This is an optimization exercise on Yosys and OpenROAD, whose aim is small area, not a production implementation. In this exercise RTL edits were held to simulation tests only and were not proved equivalent to the original. Power figures rest on the tool's default switching activity, not on a simulated workload.

==> inputs of run a <==
==> flow/design.v <==
package pulses_pkg;
  localparam int unsigned DEF_NUM_CH     = 2;
  localparam int unsigned DEF_NUM_PULSE  = 4;
  localparam int unsigned ADDR_PERIOD    = 0;
  localparam int unsigned ADDR_SYNC      = 1;
  localparam int unsigned ADDR_SLOT_BASE = 2;
  localparam int unsigned ADDR_REP_BASE  = ADDR_SLOT_BASE + 2 * DEF_NUM_CH * DEF_NUM_PULSE;
endpackage
import pulses_pkg::*;
module pulse_window_ch
#(
  parameter int unsigned NUM_PULSE = 4,
  parameter int unsigned TW        = 32
) (
  input  logic                    clk,
  input  logic                    rst,
  input  logic                    restart,     
  input  logic                    at_last,     
  input  logic                    cnt_zero,    
  input  logic                    act_zero,    
  input  logic [TW-1:0]           counter,
  input  logic [NUM_PULSE*TW-1:0] start_n,     
  input  logic [NUM_PULSE*TW-1:0] stop,
  input  logic [7:0]              rep_count,
  input  logic [TW-1:0]           rep_interval_n,   
  output logic                    win_c,
  output logic                    slot0_c
);
  function automatic logic cmp_ge(input logic [31:0] a, input logic [31:0] b, input logic cin);
    logic [3:0] g, p;
    logic       c;
    for (int k = 0; k < 4; k++) begin
      c = 1'b0;
      p[k] = 1'b1;
      for (int i = 8 * k; i < 8 * k + 8; i++) begin
        c    = (a[i] & ~b[i]) | ((a[i] | ~b[i]) & c);
        p[k] = p[k] & (a[i] | ~b[i]);
      end
      g[k] = c;
    end
    c = cin;
    for (int k = 0; k < 4; k++) c = g[k] | (p[k] & c);
    cmp_ge = c;
  endfunction
  function automatic logic [31:0] inc_fast(input logic [31:0] a);
    logic [31:0] r;
    logic [7:0]  all1;
    logic        cb, ci;
    for (int k = 0; k < 8; k++) all1[k] = &a[4*k +: 4];
    cb = 1'b1;
    for (int k = 0; k < 8; k++) begin
      ci = cb;
      for (int i = 4 * k; i < 4 * k + 4; i++) begin
        r[i] = a[i] ^ ci;
        ci   = ci & a[i];
      end
      cb = cb & all1[k];
    end
    inc_fast = r;
  endfunction
  logic [NUM_PULSE-1:0] en, lt_e, hit, last;
  logic [NUM_PULSE-1:0] last_q;    
  for (genvar p = 0; p < NUM_PULSE; p++) begin : g_slot
    wire [TW-1:0] sn = start_n[p*TW +: TW];
    wire [TW-1:0] e  = stop[p*TW +: TW];
    assign lt_e[p] = cmp_ge(e, counter, 1'b0);
    assign hit[p]  = ~act_zero & cmp_ge(counter, ~sn, 1'b1) & lt_e[p];
    assign en[p]   = ~act_zero & cmp_ge(e, ~sn, 1'b0);
  end
  assign slot0_c = hit[0];
  always_comb begin
    for (int p = 0; p < NUM_PULSE; p++) begin
      last[p] = en[p];
      for (int q = p + 1; q < NUM_PULSE; q++) last[p] = last[p] & ~en[q];
    end
  end
  logic          any;
  logic          lt_last;
  logic [TW-1:0] lsn, le;
  always_comb begin
    any     = |en;
    lt_last = |(last & lt_e);
    lsn     = '0;
    le      = '0;
    for (int p = 0; p < NUM_PULSE; p++) begin
      lsn = lsn | ({TW{last_q[p]}} & start_n[p*TW +: TW]);
      le = le | ({TW{last_q[p]}} & stop[p*TW +: TW]);
    end
  end
  logic [7:0]    n_rep;
  logic [TW-1:0] dn;         
  logic          prev_lt;    
  logic          nz, d_zero, at_stop, advance, in_copy, rep_hit;
  logic [TW-1:0] dn_src;
  logic [TW-1:0] cs_s, cs_c;
  logic [TW:0]   sx, sy;
  always_comb begin
    for (int i = 0; i < TW; i++) begin
      cs_s[i] = le[i] ^ dn[i] ^ lsn[i];
      cs_c[i] = (le[i] & dn[i]) | (le[i] & lsn[i]) | (dn[i] & lsn[i]);
    end
    sx = {1'b0, cs_s};
    sy = {cs_c, 1'b1};
    in_copy = cmp_ge(sx[TW-1:0], ~sy[TW-1:0], ~at_last);
    in_copy = sy[TW] & in_copy;
  end
  always_comb begin
    nz      = |n_rep;
    d_zero  = &dn;
    at_stop = nz ? d_zero : (prev_lt & ~lt_last);
    advance = any & (n_rep < rep_count) & at_stop;
    rep_hit = any & nz & ~d_zero & in_copy;
    dn_src  = advance ? rep_interval_n : dn;
  end
  always_ff @(posedge clk or posedge rst) begin
    if (rst)          n_rep <= '0;
    else if (restart) n_rep <= '0;
    else if (advance) n_rep <= n_rep + 8'd1;
  end
  always_ff @(posedge clk) begin
    dn      <= inc_fast(dn_src);
    prev_lt <= cnt_zero | lt_last;
    last_q  <= last;
  end
  assign win_c = (|hit) | rep_hit;
endmodule
import pulses_pkg::*;
module pulse_seq_multi
#(
  parameter int unsigned NUM_CH    = 2,
  parameter int unsigned NUM_PULSE = 4,
  parameter int unsigned TW        = 32,
  parameter int unsigned ATT_W     = 7,
  parameter int unsigned ATT_STEP  = 6,
  parameter int unsigned GUARD     = 20,
  parameter int unsigned AW        = $clog2(pulses_pkg::ADDR_SLOT_BASE + 2 * NUM_CH * NUM_PULSE + 2 * NUM_CH)
) (
  input  logic              clk,
  input  logic              rst,
  input  logic              cfg_we,
  input  logic [AW-1:0]     cfg_addr,
  input  logic [TW-1:0]     cfg_wdata,
  input  logic              cfg_commit,
  input  logic              run,
  input  logic              cw_mode,
  input  logic [NUM_CH-1:0] cw_sel,
  input  logic [ATT_W-1:0]  pr_att,
  output logic              sync_on,
  output logic [NUM_CH-1:0] pulse_on,
  output logic [ATT_W-1:0]  pre_att,
  output logic              pre_block,
  output logic              cycle_start
);
  function automatic logic cmp_ge(input logic [31:0] a, input logic [31:0] b, input logic cin);
    logic [3:0] g, p;
    logic       c;
    for (int k = 0; k < 4; k++) begin
      c = 1'b0;
      p[k] = 1'b1;
      for (int i = 8 * k; i < 8 * k + 8; i++) begin
        c    = (a[i] & ~b[i]) | ((a[i] | ~b[i]) & c);
        p[k] = p[k] & (a[i] | ~b[i]);
      end
      g[k] = c;
    end
    c = cin;
    for (int k = 0; k < 4; k++) c = g[k] | (p[k] & c);
    cmp_ge = c;
  endfunction
  function automatic logic [31:0] sub_rc(input logic [31:0] a, input logic [31:0] b);
    logic [31:0] r;
    logic        c;
    c = 1'b1;
    for (int i = 0; i < 32; i++) begin
      r[i] = a[i] ^ ~b[i] ^ c;
      c    = (a[i] & ~b[i]) | ((a[i] | ~b[i]) & c);
    end
    sub_rc = r;
  endfunction
  function automatic logic [31:0] inc_fast(input logic [31:0] a);
    logic [31:0] r;
    logic [7:0]  all1;
    logic        cb, ci;
    for (int k = 0; k < 8; k++) all1[k] = &a[4*k +: 4];
    cb = 1'b1;
    for (int k = 0; k < 8; k++) begin
      ci = cb;
      for (int i = 4 * k; i < 4 * k + 4; i++) begin
        r[i] = a[i] ^ ci;
        ci   = ci & a[i];
      end
      cb = cb & all1[k];
    end
    inc_fast = r;
  endfunction
  function automatic logic [31:0] dec_fast(input logic [31:0] a);
    logic [31:0] r;
    logic [7:0]  all0;
    logic        bb, bi;
    for (int k = 0; k < 8; k++) all0[k] = ~|a[4*k +: 4];
    bb = 1'b1;
    for (int k = 0; k < 8; k++) begin
      bi = bb;
      for (int i = 4 * k; i < 4 * k + 4; i++) begin
        r[i] = a[i] ^ bi;
        bi   = bi & ~a[i];
      end
      bb = bb & all0[k];
    end
    dec_fast = r;
  endfunction
  localparam int unsigned AW1      = ATT_W + 1;
  localparam int unsigned REP_BASE = ADDR_SLOT_BASE + 2 * NUM_CH * NUM_PULSE;
  localparam int unsigned NREG     = REP_BASE + 2 * NUM_CH;
  logic [TW-1:0]   sh_reg  [NREG];
  logic [TW-1:0]   act_reg [NREG];
  logic [NREG-1:0] sh_v;
  logic [NREG-1:0] wr_sel;
  logic [NREG-1:0] ld_sel;
  logic [NREG-1:0] ld_one;
  logic [NREG-1:0] inv_reg;
  logic            act_zero;
  logic            pending;
  logic            run_q;
  logic [TW-1:0]   counter;
  logic [TW-1:0]     per;
  logic [TW-1:0]     cinc;
  logic [TW-1:0]     per_g;
  logic              per_small;
  logic              at_last;
  logic              take_c;
  logic              restart_c;
  logic              cnt_zero;
  logic              guard_c;
  logic [AW1-1:0]    att_sum_c;
  logic [ATT_W-1:0]  att_hi_c;
  logic [NUM_CH-1:0] win_c;
  logic [NUM_CH-1:0] slot0_c;
  always_comb begin
    per        = act_reg[ADDR_PERIOD];
    per_small  = act_zero | ~|per[TW-1:1];
    cinc       = inc_fast(counter);
    cnt_zero   = ~|counter;
    at_last    = per_small ? counter[0] : cmp_ge(cinc, per, 1'b1);
    restart_c  = ~run | at_last;
    take_c     = (pending | cfg_commit) & (at_last | ~run | ~run_q);
    per_g      = sub_rc(per, TW'(GUARD));
    guard_c    = per_small | (per < TW'(GUARD)) | cmp_ge(counter, per_g, 1'b1);
    att_sum_c  = AW1'(pr_att) + AW1'(ATT_STEP);
    att_hi_c   = att_sum_c[ATT_W] ? {ATT_W{1'b1}} : att_sum_c[ATT_W-1:0];
    for (int i = 0; i < NREG; i++) begin
      wr_sel[i] = cfg_we & (cfg_addr == AW'(i));
      ld_sel[i] = take_c & sh_v[i];
      ld_one[i] = take_c & ~sh_v[i] & inv_reg[i];
    end
  end
  always_ff @(posedge clk) begin
    for (int i = 0; i < NREG; i++) begin
      if (wr_sel[i]) sh_reg[i] <= inv_reg[i] ? ~cfg_wdata : cfg_wdata;
      act_reg[i] <= ({TW{ld_sel[i]}} & sh_reg[i]) | {TW{ld_one[i]}} | ({TW{~take_c}} & act_reg[i]);
    end
  end
  always_ff @(posedge clk or posedge rst) begin
    if (rst) begin
      sh_v     <= '0;
      act_zero <= 1'b1;
      pending  <= 1'b0;
    end else begin
      sh_v <= sh_v | wr_sel;
      if (take_c) begin
        act_zero <= 1'b0;
        pending  <= 1'b0;
      end else if (cfg_commit) begin
        pending  <= 1'b1;
      end
    end
  end
  always_comb begin
    inv_reg = '0;
    for (int i = 0; i < NUM_CH * NUM_PULSE; i++) inv_reg[ADDR_SLOT_BASE + 2 * i] = 1'b1;
    for (int c = 0; c < NUM_CH; c++) inv_reg[REP_BASE + 2 * c + 1] = 1'b1;
  end
  for (genvar c = 0; c < NUM_CH; c++) begin : g_ch
    logic [NUM_PULSE*TW-1:0] start_w;
    logic [NUM_PULSE*TW-1:0] stop_w;
    for (genvar p = 0; p < NUM_PULSE; p++) begin : g_p
      assign start_w[p*TW +: TW] = act_reg[ADDR_SLOT_BASE + 2 * (c * NUM_PULSE + p)];
      assign stop_w[p*TW +: TW]  = act_reg[ADDR_SLOT_BASE + 2 * (c * NUM_PULSE + p) + 1];
    end
    pulse_window_ch #(
      .NUM_PULSE(NUM_PULSE),
      .TW       (TW)
    ) u_win (
      .clk         (clk),
      .rst         (rst),
      .restart     (restart_c),
      .at_last     (at_last),
      .cnt_zero    (cnt_zero),
      .act_zero    (act_zero),
      .counter     (counter),
      .start_n     (start_w),
      .stop        (stop_w),
      .rep_count   (act_reg[REP_BASE + 2 * c][7:0]),
      .rep_interval_n(act_reg[REP_BASE + 2 * c + 1]),
      .win_c       (win_c[c]),
      .slot0_c     (slot0_c[c])
    );
  end
  always_ff @(posedge clk or posedge rst) begin
    if (rst) begin
      counter     <= '0;
      run_q       <= 1'b0;
      sync_on     <= 1'b0;
      pulse_on    <= '0;
      pre_att     <= '0;
      pre_block   <= 1'b0;
      cycle_start <= 1'b0;
    end else begin
      run_q   <= run;
      counter <= restart_c ? '0 : cinc;
      if (!run) begin
        sync_on     <= 1'b0;
        pulse_on    <= '0;
        pre_att     <= pr_att;
        pre_block   <= 1'b0;
        cycle_start <= 1'b0;
      end else begin
        cycle_start <= cnt_zero;
        sync_on     <= ~act_zero & cmp_ge(act_reg[ADDR_SYNC], counter, 1'b0);
        if (cw_mode) begin
          pulse_on  <= cw_sel;
          pre_block <= 1'b1;
          pre_att   <= pr_att;
        end else begin
          pulse_on  <= win_c;
          pre_block <= |pulse_on;
          pre_att   <= (guard_c || (|slot0_c)) ? att_hi_c : pr_att;
        end
      end
    end
  end
endmodule
==> flow/flow/run.sh <==
#!/bin/bash
set -euo pipefail
W=$PWD
HERE=$(cd "$(dirname "${BASH_SOURCE[0]}")" && pwd)
export MY_ABC_SCRIPT=$HERE/abc.script
SS=$(grep -o 'SYNTH_SCRIPT=[^ ]*' "$W/standard.sh" | head -1 | cut -d= -f2)
[[ -n "$SS" ]]
cat > "$W/own_synth.tcl" <<TCL
proc abc {args} {
  set i [lsearch -exact \$args -script]
  if { \$i >= 0 } { lset args [expr {\$i + 1}] \$::env(MY_ABC_SCRIPT) }
  yosys abc {*}\$args
}
source $SS
TCL
EXTRA=""
if [[ -f "$HERE/make.vars" ]]; then
  while IFS= read -r line; do
    [[ -z "$line" ]] && continue
    EXTRA+="${line%%=*}='${line#*=}' "
  done < "$HERE/make.vars"
fi
sed -e "s#SYNTH_SCRIPT=$SS #SYNTH_SCRIPT=$W/own_synth.tcl ${EXTRA}#" "$W/standard.sh" > "$W/own_standard.sh"
grep -q own_synth.tcl "$W/own_standard.sh"
bash "$W/own_standard.sh" > "$W/flow_make.log" 2>&1
==> flow/flow/abc.script <==
&get -n; &st; &dch; &nf -R 1000; &dch; &nf -R 1000; &put
==> flow/flow/make.vars <==
CTS_ARGS=-sink_clustering_enable -repair_clock_nets -dont_use_dummy_load -buf_list sky130_fd_sc_hd__clkbuf_8 -sink_clustering_size 18 -sink_clustering_max_diameter 60
BUFFER_PORTS_ARGS=-buffer_cell sky130_fd_sc_hd__buf_1
==> flow/standard.sh <==
#!/bin/bash
# synth_recipe.tcl (not shown) runs the flow's synth.tcl, then flattens the netlist and writes it again
# the make line also repeats each setting of config.mk as NAME=value (left out here)
make -C /OpenROAD-flow-scripts/flow DESIGN_CONFIG=/design/flow/config.mk WORK_HOME=/design/flow/orfs CLKGATE_MAP_FILE= SYNTH_SCRIPT=/design/flow/synth_recipe.tcl "${@:-finish}"
==> flow/config.mk <==
export PLATFORM = sky130hd
export DESIGN_NAME = pulse_seq_multi
export DESIGN_NICKNAME = pulse_seq_multi
export VERILOG_FILES = /design/flow/design.v
export SDC_FILE = /design/flow/constraint.sdc
export NUM_CORES = 4
export LEC_CHECK = 0
export CAP_MARGIN = 10
export CORE_MARGIN = 2
export CORE_UTILIZATION = 62
export SLEW_MARGIN = 10
==> flow/constraint.sdc <==
create_clock -name core_clock -period 12.0 [get_ports {clk}]
set_input_delay 2.4000 -clock core_clock [delete_from_list [all_inputs] [get_ports {clk}]]
set_output_delay 2.4000 -clock core_clock [all_outputs]
set_load 0.01 [all_outputs]
==> run b: changes against run a <==
--- a/flow/design.v
+++ b/flow/design.v
@@ -21,6 +21,6 @@
   input  logic [TW-1:0]           counter,
-  input  logic [NUM_PULSE*TW-1:0] start_n,     
+  input  logic [NUM_PULSE*TW-1:0] start,
   input  logic [NUM_PULSE*TW-1:0] stop,
   input  logic [7:0]              rep_count,
-  input  logic [TW-1:0]           rep_interval_n,   
+  input  logic [TW-1:0]           rep_interval,
   output logic                    win_c,
@@ -60,2 +60,18 @@
   endfunction
+  function automatic logic [31:0] dec_fast(input logic [31:0] a);
+    logic [31:0] r;
+    logic [7:0]  all0;
+    logic        bb, bi;
+    for (int k = 0; k < 8; k++) all0[k] = ~|a[4*k +: 4];
+    bb = 1'b1;
+    for (int k = 0; k < 8; k++) begin
+      bi = bb;
+      for (int i = 4 * k; i < 4 * k + 4; i++) begin
+        r[i] = a[i] ^ bi;
+        bi   = bi & ~a[i];
+      end
+      bb = bb & all0[k];
+    end
+    dec_fast = r;
+  endfunction
   logic [NUM_PULSE-1:0] en, lt_e, hit, last;
@@ -63,7 +79,7 @@
   for (genvar p = 0; p < NUM_PULSE; p++) begin : g_slot
-    wire [TW-1:0] sn = start_n[p*TW +: TW];
-    wire [TW-1:0] e  = stop[p*TW +: TW];
+    wire [TW-1:0] s = start[p*TW +: TW];
+    wire [TW-1:0] e = stop[p*TW +: TW];
     assign lt_e[p] = cmp_ge(e, counter, 1'b0);
-    assign hit[p]  = ~act_zero & cmp_ge(counter, ~sn, 1'b1) & lt_e[p];
-    assign en[p]   = ~act_zero & cmp_ge(e, ~sn, 1'b0);
+    assign hit[p]  = ~act_zero & ~cmp_ge(s, counter, 1'b0) & lt_e[p];
+    assign en[p]   = ~act_zero & cmp_ge(e, s, 1'b0);
   end
@@ -78,3 +94,3 @@
   logic          lt_last;
-  logic [TW-1:0] lsn, le;
+  logic [TW-1:0] ls, le;
   always_comb begin
@@ -82,6 +98,6 @@
     lt_last = |(last & lt_e);
-    lsn     = '0;
+    ls      = '0;
     le      = '0;
     for (int p = 0; p < NUM_PULSE; p++) begin
-      lsn = lsn | ({TW{last_q[p]}} & start_n[p*TW +: TW]);
+      ls = ls | ({TW{last_q[p]}} & start[p*TW +: TW]);
       le = le | ({TW{last_q[p]}} & stop[p*TW +: TW]);
@@ -90,6 +106,6 @@
   logic [7:0]    n_rep;
-  logic [TW-1:0] dn;         
+  logic [TW-1:0] d;
   logic          prev_lt;    
   logic          nz, d_zero, at_stop, advance, in_copy, rep_hit;
-  logic [TW-1:0] dn_src;
+  logic [TW-1:0] d_src;
   logic [TW-1:0] cs_s, cs_c;
@@ -98,4 +114,4 @@
     for (int i = 0; i < TW; i++) begin
-      cs_s[i] = le[i] ^ dn[i] ^ lsn[i];
-      cs_c[i] = (le[i] & dn[i]) | (le[i] & lsn[i]) | (dn[i] & lsn[i]);
+      cs_s[i] = le[i] ^ ~d[i] ^ ~ls[i];
+      cs_c[i] = (le[i] & ~d[i]) | (le[i] & ~ls[i]) | (~d[i] & ~ls[i]);
     end
@@ -108,3 +124,3 @@
     nz      = |n_rep;
-    d_zero  = &dn;
+    d_zero  = ~|d;
     at_stop = nz ? d_zero : (prev_lt & ~lt_last);
@@ -112,3 +128,3 @@
     rep_hit = any & nz & ~d_zero & in_copy;
-    dn_src  = advance ? rep_interval_n : dn;
+    d_src   = advance ? rep_interval : d;
   end
@@ -120,3 +136,3 @@
   always_ff @(posedge clk) begin
-    dn      <= inc_fast(dn_src);
+    d       <= dec_fast(d_src);
     prev_lt <= cnt_zero | lt_last;
@@ -219,4 +235,2 @@
   logic [NREG-1:0] ld_sel;
-  logic [NREG-1:0] ld_one;
-  logic [NREG-1:0] inv_reg;
   logic            act_zero;
@@ -253,3 +267,2 @@
       ld_sel[i] = take_c & sh_v[i];
-      ld_one[i] = take_c & ~sh_v[i] & inv_reg[i];
     end
@@ -258,4 +271,4 @@
     for (int i = 0; i < NREG; i++) begin
-      if (wr_sel[i]) sh_reg[i] <= inv_reg[i] ? ~cfg_wdata : cfg_wdata;
-      act_reg[i] <= ({TW{ld_sel[i]}} & sh_reg[i]) | {TW{ld_one[i]}} | ({TW{~take_c}} & act_reg[i]);
+      if (wr_sel[i]) sh_reg[i] <= cfg_wdata;
+      act_reg[i] <= ({TW{ld_sel[i]}} & sh_reg[i]) | ({TW{~take_c}} & act_reg[i]);
     end
@@ -277,7 +290,2 @@
   end
-  always_comb begin
-    inv_reg = '0;
-    for (int i = 0; i < NUM_CH * NUM_PULSE; i++) inv_reg[ADDR_SLOT_BASE + 2 * i] = 1'b1;
-    for (int c = 0; c < NUM_CH; c++) inv_reg[REP_BASE + 2 * c + 1] = 1'b1;
-  end
   for (genvar c = 0; c < NUM_CH; c++) begin : g_ch
@@ -300,6 +308,6 @@
       .counter     (counter),
-      .start_n     (start_w),
+      .start       (start_w),
       .stop        (stop_w),
       .rep_count   (act_reg[REP_BASE + 2 * c][7:0]),
-      .rep_interval_n(act_reg[REP_BASE + 2 * c + 1]),
+      .rep_interval(act_reg[REP_BASE + 2 * c + 1]),
       .win_c       (win_c[c]),
--- a/flow/flow/run.sh
+++ b/flow/flow/run.sh
@@ -15,10 +15,5 @@
 TCL
-EXTRA=""
-if [[ -f "$HERE/make.vars" ]]; then
-  while IFS= read -r line; do
-    [[ -z "$line" ]] && continue
-    EXTRA+="${line%%=*}='${line#*=}' "
-  done < "$HERE/make.vars"
-fi
-sed -e "s#SYNTH_SCRIPT=$SS #SYNTH_SCRIPT=$W/own_synth.tcl ${EXTRA}#" "$W/standard.sh" > "$W/own_standard.sh"
+CTS=""
+if [[ -s "$HERE/cts.args" ]]; then CTS="CTS_ARGS='$(cat "$HERE/cts.args")' "; fi
+sed -e "s#SYNTH_SCRIPT=$SS #SYNTH_SCRIPT=$W/own_synth.tcl ${CTS}#" "$W/standard.sh" > "$W/own_standard.sh"
 grep -q own_synth.tcl "$W/own_standard.sh"
==> flow/flow/abc.script (replaced) <==
&get -n; &st; &dch; &nf -R 1000; &put
--- a/flow/config.mk
+++ b/flow/config.mk
@@ -7,5 +7,5 @@
 export LEC_CHECK = 0
-export CAP_MARGIN = 10
+export CAP_MARGIN = 20
 export CORE_MARGIN = 2
-export CORE_UTILIZATION = 62
-export SLEW_MARGIN = 10
+export CORE_UTILIZATION = 40
+export SLEW_MARGIN = 20
removed: flow/flow/make.vars
==> reports/qor.txt <==
Hold WS = 0.432 ns
Multi-In Gates = 3,585
M1 GR Usage = 34.7%
top post-synthesis cells by area = edfxtp_1 (32%), dfxtp_1 (23%), a22o_1 (4.4%), nand2_1 (4.1%), o21ai_0 (3.9%)
vias in the first global route = 46,200
status = no timing/DRC/antenna violations
# placed instances = 7,837
area of the multi-input gates = 0.0243 mm^2
RR Startpoint = counter[1]$_DFF_PP0_
Comb power = 4.19 mW
Critical Path Stages = 35
Final Cycle Share = 82.2%
The numbers above come from run b.

==> reports/qor.txt <==
status = no timing/DRC/antenna violations
RR Startpoint = counter[2]$_DFF_PP0_
vias in the first global route = 45,800
top post-synthesis cells by area = edfxtp_1 (32%), dfxtp_1 (24%), o22a_1 (5.1%), a22o_1 (4.1%), dfrtp_1 (3.5%)
Final Cycle Share = 75.5%
Comb power = 4.38 mW
Multi-In Gates = 3,192
# placed instances = 6,345
Hold WS = 0.406 ns
The numbers above come from run a.

[port drivers added, routing unchanged]
How much do the figures lean on ideal ports? The routed layouts below were timed once more, with nothing changed but the port constraints.
Step 1 assumes that a clkbuf_16 drives the clock port and a buf_2 every other input.
Step 2, shift: input delay + t, output delay - t, t = (earliest + latest rising clock arrival at the registers) / 2. This alone moves slack from input paths to output paths.
Slacks: ideal / step 1 / step 2; pairs: ideal / step 1.
| run | shift t [ns] | slack for setup (ns) | clock arrival spread, ns | pins driven straight from the clock port |
|---|---|---|---|---|
| run a | 0.871 | 2.936 / 2.936 / 2.936 | 0.082 / 0.082 | 1 |
| run b | 0.871 | 2.132 / 2.132 / 2.132 | 0.030 / 0.029 | 1 |
After both steps setup and hold are still met in every run listed.
